What follows belongs to an exercise in optimizing a design on an open flow for small area, a short achievable clock period and few clock cycles; a production flow would make more cautious choices. At most, simulation tests tie the RTL to the original design; equivalence was not proved.

==> flow/design.v <==
package gimg_pkg;
  localparam logic [1:0] CFG_PATTERN_BYTES = 2'd0;
  localparam logic [1:0] CFG_LINE_BYTES    = 2'd1;
  localparam logic [1:0] CFG_LINE_TOTAL    = 2'd2;
  localparam logic [3:0]  PATTERN_BYTES_RST = 4'd2;
  localparam logic [15:0] LINE_BYTES_RST    = 16'd80;
  localparam logic [15:0] LINE_TOTAL_RST    = 16'd400;
  localparam logic [1:0] KIND_FILL    = 2'd0;
  localparam logic [1:0] KIND_LITERAL = 2'd1;
  localparam logic [1:0] KIND_PATTERN = 2'd2;
  localparam logic [7:0] TAG_PATTERN = 8'h00;
  localparam logic [7:0] TAG_BITSTR  = 8'h80;
  localparam logic [7:0] REP_MARK    = 8'hff;
  localparam logic [3:0] PH_LINE    = 4'd0;
  localparam logic [3:0] PH_SAW0    = 4'd1;
  localparam logic [3:0] PH_SAW00   = 4'd2;
  localparam logic [3:0] PH_REPN    = 4'd3;
  localparam logic [3:0] PH_TAG     = 4'd4;
  localparam logic [3:0] PH_PCOUNT  = 4'd5;
  localparam logic [3:0] PH_PATTERN = 4'd6;
  localparam logic [3:0] PH_LCOUNT  = 4'd7;
  localparam logic [3:0] PH_LITERAL = 4'd8;
  localparam logic [3:0] PH_LSKIP   = 4'd9;
endpackage
import gimg_pkg::*;
module gem_img_line_decoder (
  input  logic        clk,
  input  logic        rst_n,
  input  logic        in_valid,
  output logic        in_ready,
  input  logic [7:0]  in_data_byte,
  input  logic        in_image_start,
  output logic        out_valid,
  input  logic        out_ready,
  output logic [1:0]  out_run_kind,
  output logic [7:0]  out_fill_byte,
  output logic [63:0] out_pattern_word,
  output logic [15:0] out_byte_count,
  output logic        out_end_of_line,
  output logic [7:0]  out_line_repeats,
  output logic        out_image_done,
  input  logic        cfg_valid,
  output logic        cfg_ready,
  input  logic [1:0]  cfg_index,
  input  logic [15:0] cfg_data
);
  logic [3:0]  plen_r;
  logic [15:0] lb_r;
  logic [15:0] lt_r;
  logic        a_vld, b_vld, ir_r;
  logic [7:0]  a_d, b_d;
  logic        b_s;
  logic [3:0]  ph_r;
  logic [15:0] bl_r;       
  logic [15:0] ll_r;       
  logic        act_r;      
  logic [7:0]  rep_r;      
  logic [10:0] tc_r;       
  logic [2:0]  idx_r;      
  logic        out_vld_r;
  logic [1:0]  kind_r;
  logic [7:0]  fill_r;
  logic [63:0] store_r;
  logic [10:0] cnt_r;      
  logic        eol_r;
  logic [7:0]  reps_r;
  logic        done_r;
  logic in_take, step, a_free, a_new_vld, a_new_s, init;
  logic b_vld_nxt;
  assign in_ready  = ir_r;
  assign in_take   = in_valid && !b_vld;
  assign step      = a_vld && (!out_vld_r || out_ready);
  assign a_free    = !a_vld || step;
  assign a_new_vld = b_vld || in_take;
  assign a_new_s   = b_vld ? b_s : in_image_start;
  assign init      = a_free && a_new_vld && a_new_s;
  assign b_vld_nxt = a_free ? 1'b0 : a_new_vld;
  assign cfg_ready = 1'b1;
  always_ff @(posedge clk) begin
    if (!rst_n) begin
      a_vld <= 1'b0;
      b_vld <= 1'b0;
      ir_r  <= 1'b1;
    end else begin
      if (a_free) a_vld <= a_new_vld;
      b_vld <= b_vld_nxt;
      ir_r  <= !b_vld_nxt;
    end
  end
  always_ff @(posedge clk) begin
    if (a_free) begin
      a_d <= b_vld ? b_d : in_data_byte;
    end
    if (!b_vld) begin
      b_d <= in_data_byte;
      b_s <= in_image_start;
    end
  end
  logic [7:0]  d;
  logic        line_start;
  logic [15:0] bl_e;
  logic        d_zero, d_80, d_ff;
  logic        tagph, solid, lit, patb, first, full, clip_now, emit;
  logic [15:0] cnt;
  logic [16:0] diff;
  logic        eol_s, eol_l, eol_p, eol_c;
  logic [10:0] clip;
  logic [16:0] ll_sub;
  logic        done_c;
  logic [7:0]  reps_c;
  logic        eol_x, done_x;
  logic        more;
  logic [10:0] prod;
  logic [3:0]  ph_nxt;
  logic [15:0] lt_in;
  assign d = a_d;
  assign line_start = (ph_r == PH_LINE);
  assign bl_e       = line_start ? lb_r : bl_r;
  assign d_zero = (d == 8'h00);
  assign d_80   = (d == TAG_BITSTR);
  assign d_ff   = (d == REP_MARK);
  assign tagph = line_start || (ph_r == PH_TAG);
  assign solid = tagph && !d_zero && !d_80;
  assign lit   = (ph_r == PH_LITERAL);
  assign patb  = (ph_r == PH_PATTERN) || ((ph_r == PH_SAW00) && !d_ff);
  assign first = (idx_r == 3'd0);
  assign full  = (idx_r == 3'(plen_r - 4'd1));
  assign clip_now = act_r && (solid || lit || (patb && first));
  assign emit     = act_r && (solid || lit || (patb && full));
  always_comb begin
    if (tagph)    cnt = {9'd0, d[6:0]};
    else if (lit) cnt = 16'd1;
    else          cnt = {5'd0, tc_r};
  end
  assign eol_s = (line_start ? (lb_r[15:7] == 9'd0) : (bl_r[15:7] == 9'd0))
                 && (d[6:0] >= bl_e[6:0]);
  assign eol_l = (bl_r[15:1] == 15'd0);
  assign eol_p = (bl_r[15:11] == 5'd0) && (tc_r >= bl_r[10:0]);
  assign eol_c = tagph ? eol_s : (lit ? eol_l : eol_p);
  assign diff  = {1'b0, bl_e} - {1'b0, cnt};
  assign clip  = eol_c ? bl_e[10:0] : cnt[10:0];
  assign ll_sub = {1'b0, ll_r} - {9'd0, rep_r};
  assign done_c = (ll_r[15:8] == 8'd0) && (ll_r[7:0] <= rep_r);
  assign reps_c = done_c ? ll_r[7:0] : rep_r;
  assign eol_x  = (patb && !first) ? eol_r  : eol_c;
  assign done_x = (patb && !first) ? done_r : done_c;
  assign more = (tc_r[7:0] != 8'd1);
  assign prod = plen_r[3] ? {d, 3'd0} : ({3'd0, d} * {8'd0, plen_r[2:0]});
  assign lt_in = (cfg_valid && cfg_index == CFG_LINE_TOTAL) ? cfg_data : lt_r;
  always_comb begin
    ph_nxt = ph_r;
    case (ph_r)
      PH_LINE, PH_TAG: begin
        if (d_zero)    ph_nxt = line_start ? PH_SAW0 : PH_PCOUNT;
        else if (d_80) ph_nxt = PH_LCOUNT;
        else           ph_nxt = eol_c ? PH_LINE : PH_TAG;
      end
      PH_SAW0:    ph_nxt = d_zero ? PH_SAW00 : PH_PATTERN;
      PH_SAW00, PH_PATTERN: begin
        if (d_ff && ph_r == PH_SAW00) ph_nxt = PH_REPN;
        else if (full)                ph_nxt = eol_x ? PH_LINE : PH_TAG;
        else                          ph_nxt = PH_PATTERN;
      end
      PH_REPN:    ph_nxt = PH_TAG;
      PH_PCOUNT:  ph_nxt = PH_PATTERN;
      PH_LCOUNT:  ph_nxt = d_zero ? PH_TAG : PH_LITERAL;
      PH_LITERAL: begin
        if (more) ph_nxt = eol_c ? PH_LSKIP : PH_LITERAL;
        else      ph_nxt = eol_c ? PH_LINE : PH_TAG;
      end
      PH_LSKIP:   ph_nxt = more ? PH_LSKIP : PH_LINE;
      default:    ph_nxt = PH_LINE;
    endcase
  end
  always_ff @(posedge clk) begin
    if (!rst_n) begin
      act_r <= 1'b0;
    end else if (init) begin
      act_r <= (lt_in != 16'd0);
    end else if (step && emit && eol_x && done_x) begin
      act_r <= 1'b0;
    end
  end
  always_ff @(posedge clk) begin
    if (init) begin
      ph_r  <= PH_LINE;
      ll_r  <= lt_in;
      rep_r <= 8'd1;
    end else if (step) begin
      ph_r <= ph_nxt;
      if (clip_now && eol_c)     ll_r <= ll_sub[15:0];
      if (clip_now && eol_c)     rep_r <= 8'd1;
      else if (ph_r == PH_REPN)  rep_r <= d_zero ? 8'd1 : d;
    end
    if (step) begin
      bl_r <= clip_now ? diff[15:0] : bl_e;
      if (ph_r == PH_SAW0 || ph_r == PH_PCOUNT) tc_r <= prod;
      else if (ph_r == PH_LCOUNT)               tc_r <= {3'd0, d};
      else if (lit || ph_r == PH_LSKIP)         tc_r <= {3'd0, tc_r[7:0] - 8'd1};
      idx_r <= patb ? idx_r + 3'd1 : 3'd0;
    end
  end
  logic       cl_en;
  logic [1:0] kind_n;
  logic [7:0] fill_n;
  logic [7:0] st_wr, st_hold;
  assign cl_en  = step && clip_now;
  assign kind_n = patb ? KIND_PATTERN : (lit ? KIND_LITERAL : KIND_FILL);
  assign fill_n = lit ? d : (patb ? 8'd0 : {8{d[7]}});
  always_ff @(posedge clk) begin
    if (!rst_n) begin
      out_vld_r <= 1'b0;
    end else begin
      out_vld_r <= (step && emit) || (!step && out_vld_r && !out_ready);
    end
  end
  always_ff @(posedge clk) begin
    kind_r <= (kind_n & {2{step}}) | (kind_r & {2{!step}});
    fill_r <= (fill_n & {8{step}}) | (fill_r & {8{!step}});
    cnt_r  <= (clip & {11{cl_en}}) | (cnt_r & {11{!cl_en}});
    eol_r  <= (eol_c & cl_en) | (eol_r & !cl_en);
    reps_r <= (reps_c & {8{cl_en && eol_c}}) | (reps_r & {8{!cl_en}});
    done_r <= (done_c & eol_c & cl_en) | (done_r & !cl_en);
  end
  always_comb begin
    for (int k = 0; k < 8; k++) begin
      st_wr[k]   = step && patb && (idx_r == 3'(k));
      st_hold[k] = !step || (patb && (idx_r != 3'(k)) && (idx_r != 3'd0));
    end
  end
  always_ff @(posedge clk) begin
    for (int k = 0; k < 8; k++) begin
      store_r[8*k +: 8] <= (d & {8{st_wr[k]}}) | (store_r[8*k +: 8] & {8{st_hold[k]}});
    end
  end
  assign out_valid        = out_vld_r;
  assign out_run_kind     = kind_r;
  assign out_fill_byte    = fill_r;
  assign out_pattern_word = store_r;
  assign out_byte_count   = {5'd0, cnt_r};
  assign out_end_of_line  = eol_r;
  assign out_line_repeats = reps_r;
  assign out_image_done   = done_r;
  always_ff @(posedge clk) begin
    if (!rst_n) begin
      plen_r <= PATTERN_BYTES_RST;
      lb_r   <= LINE_BYTES_RST;
      lt_r   <= LINE_TOTAL_RST;
    end else if (cfg_valid) begin
      case (cfg_index)
        CFG_PATTERN_BYTES: begin
          if (cfg_data[3:0] == 4'd0)     plen_r <= 4'd1;
          else if (cfg_data[3:0] > 4'd8) plen_r <= 4'd8;
          else                           plen_r <= cfg_data[3:0];
        end
        CFG_LINE_BYTES: lb_r <= cfg_data;
        CFG_LINE_TOTAL: lt_r <= cfg_data;
        default: begin
        end
      endcase
    end
  end
endmodule
export LEC_CHECK = 0
export CAP_MARGIN = 20
export CORE_MARGIN = 2
export CORE_UTILIZATION = 60
export PLACE_DENSITY = 0.75
export SETUP_SLACK_MARGIN = 5
export SLEW_MARGIN = 20
create_clock -name core_clock -period 10.5 [get_ports {clk}]
standard.sh (not shown) runs the stock make flow with config.mk's settings and CLKGATE_MAP_FILE= SYNTH_SCRIPT=/design/flow/synth_recipe.tcl, a recipe that flattens the netlist after the stock synthesis.
==> flow/flow/run.sh <==
#!/bin/bash
set -euo pipefail
bash standard.sh SETUP_SLACK_MARGIN=7.4 "BUFFER_PORTS_ARGS=-buffer_cell sky130_fd_sc_hd__buf_1" finish > standard.log 2>&1
Testbench counts at the start, summed over its fixed seeds: cycles 18,194.
Rerun with:
--- a/flow/design.v
+++ b/flow/design.v
@@ -101,15 +101,14 @@
   logic [15:0] bl_e;
   logic        d_zero, d_80, d_ff;
-  logic        tagph, solid, lit, patb, first, full, clip_now, emit;
+  logic        tagph, solid, lit, patb, first, full, emit, cstep;
   logic [15:0] cnt;
   logic [16:0] diff;
-  logic        eol_s, eol_l, eol_p, eol_c;
+  logic        eol_sl, eol_sb, eol_l, eol_p, eol_c;
   logic [10:0] clip;
   logic [16:0] ll_sub;
   logic        done_c;
   logic [7:0]  reps_c;
-  logic        eol_x, done_x;
   logic        more;
-  logic [10:0] prod;
+  logic [10:0] tc_add, tc_sum;
   logic [3:0]  ph_nxt;
   logic [15:0] lt_in;
@@ -126,6 +125,6 @@
   assign first = (idx_r == 3'd0);
   assign full  = (idx_r == 3'(plen_r - 4'd1));
-  assign clip_now = act_r && (solid || lit || (patb && first));
-  assign emit     = act_r && (solid || lit || (patb && full));
+  assign emit  = act_r && (solid || lit || (patb && full));
+  assign cstep = (ph_r == PH_SAW0) || (ph_r == PH_PCOUNT);
   always_comb begin
     if (tagph)    cnt = {9'd0, d[6:0]};
@@ -133,9 +132,9 @@
     else          cnt = {5'd0, tc_r};
   end
-  assign eol_s = (line_start ? (lb_r[15:7] == 9'd0) : (bl_r[15:7] == 9'd0))
-                 && (d[6:0] >= bl_e[6:0]);
+  assign eol_sl = (lb_r[15:7] == 9'd0) && (d[6:0] >= lb_r[6:0]);
+  assign eol_sb = (bl_r[15:7] == 9'd0) && (d[6:0] >= bl_r[6:0]);
   assign eol_l = (bl_r[15:1] == 15'd0);
   assign eol_p = (bl_r[15:11] == 5'd0) && (tc_r >= bl_r[10:0]);
-  assign eol_c = tagph ? eol_s : (lit ? eol_l : eol_p);
+  assign eol_c = tagph ? (line_start ? eol_sl : eol_sb) : (lit ? eol_l : eol_p);
   assign diff  = {1'b0, bl_e} - {1'b0, cnt};
   assign clip  = eol_c ? bl_e[10:0] : cnt[10:0];
@@ -143,8 +142,7 @@
   assign done_c = (ll_r[15:8] == 8'd0) && (ll_r[7:0] <= rep_r);
   assign reps_c = done_c ? ll_r[7:0] : rep_r;
-  assign eol_x  = (patb && !first) ? eol_r  : eol_c;
-  assign done_x = (patb && !first) ? done_r : done_c;
-  assign more = (tc_r[7:0] != 8'd1);
-  assign prod = plen_r[3] ? {d, 3'd0} : ({3'd0, d} * {8'd0, plen_r[2:0]});
+  assign more   = (tc_r[7:0] != 8'd1);
+  assign tc_add = patb ? {3'd0, store_r[63:56]} : 11'h7ff;
+  assign tc_sum = tc_r + tc_add;
   assign lt_in = (cfg_valid && cfg_index == CFG_LINE_TOTAL) ? cfg_data : lt_r;
   always_comb begin
@@ -159,5 +157,5 @@
       PH_SAW00, PH_PATTERN: begin
         if (d_ff && ph_r == PH_SAW00) ph_nxt = PH_REPN;
-        else if (full)                ph_nxt = eol_x ? PH_LINE : PH_TAG;
+        else if (full)                ph_nxt = eol_c ? PH_LINE : PH_TAG;
         else                          ph_nxt = PH_PATTERN;
       end
@@ -178,5 +176,5 @@
     end else if (init) begin
       act_r <= (lt_in != 16'd0);
-    end else if (step && emit && eol_x && done_x) begin
+    end else if (step && emit && eol_c && done_c) begin
       act_r <= 1'b0;
     end
@@ -189,13 +187,12 @@
     end else if (step) begin
       ph_r <= ph_nxt;
-      if (clip_now && eol_c)     ll_r <= ll_sub[15:0];
-      if (clip_now && eol_c)     rep_r <= 8'd1;
+      if (emit && eol_c)         ll_r <= ll_sub[15:0];
+      if (emit && eol_c)         rep_r <= 8'd1;
       else if (ph_r == PH_REPN)  rep_r <= d_zero ? 8'd1 : d;
     end
     if (step) begin
-      bl_r <= clip_now ? diff[15:0] : bl_e;
-      if (ph_r == PH_SAW0 || ph_r == PH_PCOUNT) tc_r <= prod;
-      else if (ph_r == PH_LCOUNT)               tc_r <= {3'd0, d};
-      else if (lit || ph_r == PH_LSKIP)         tc_r <= {3'd0, tc_r[7:0] - 8'd1};
+      bl_r <= emit ? diff[15:0] : bl_e;
+      if (cstep || ph_r == PH_LCOUNT)                  tc_r <= {3'd0, d};
+      else if ((patb && !full) || lit || ph_r == PH_LSKIP) tc_r <= tc_sum;
       idx_r <= patb ? idx_r + 3'd1 : 3'd0;
     end
@@ -205,5 +202,5 @@
   logic [7:0] fill_n;
   logic [7:0] st_wr, st_hold;
-  assign cl_en  = step && clip_now;
+  assign cl_en  = step && emit;
   assign kind_n = patb ? KIND_PATTERN : (lit ? KIND_LITERAL : KIND_FILL);
   assign fill_n = lit ? d : (patb ? 8'd0 : {8{d[7]}});
@@ -224,8 +221,10 @@
   end
   always_comb begin
-    for (int k = 0; k < 8; k++) begin
+    for (int k = 0; k < 7; k++) begin
       st_wr[k]   = step && patb && (idx_r == 3'(k));
       st_hold[k] = !step || (patb && (idx_r != 3'(k)) && (idx_r != 3'd0));
     end
+    st_wr[7]   = step && ((patb && idx_r == 3'd7) || cstep);
+    st_hold[7] = !step || (patb && !full);
   end
   always_ff @(posedge clk) begin
After rerunning: The changed run finished clean; setup slack improved by 46 ps; utilization goes up by 0.23 points; clock-buffer cell count goes up by 2; clock skew goes down by 8.2 ps; cell area goes down by 0.72%; final cell count is about the same; synthesized area goes down by 2.1%; fmax goes up by 1.4%; wire length goes down by 4.0%; die area goes down by 2.0%; sequential share of layout area goes down by 0.14 points; global-route usage goes down by 1.4 points; critical path depth stays the same.
For the second run of this note, only the layout was checked, not whether the RTL still works.

-- what the ideal ports hide --
The flow's constraints put no driver on any port. The routed layouts listed below were extracted and timed again, unchanged, in two steps. Step 1, drivers: a clkbuf_16 drives clk and a buf_2 each remaining input, both assumed. Step 2 also shifts input and output timing later by t, the mid clock arrival at the registers, as if the neighbouring blocks saw the same clock. Slacks: ideal ports / drivers / drivers and shift; pairs: ideal ports / drivers.
| run | shift t [ns] | slack for setup (ns) | clock arrival spread, ns | slew at the worst register clock pin (ns) |
|---|---|---|---|---|
| the first run | 0.559 | 7.278 / 7.237 / 6.783 | 0.026 / 0.027 | 0.07 / 0.07 |
| the second run | 0.548 | 7.324 / 7.293 / 6.919 | 0.019 / 0.018 | 0.07 / 0.07 |
After both steps every run listed still meets setup and hold. The setup slack of the first run, which loses most, moves by -0.041 ns with the drivers and by -0.495 ns with both steps.
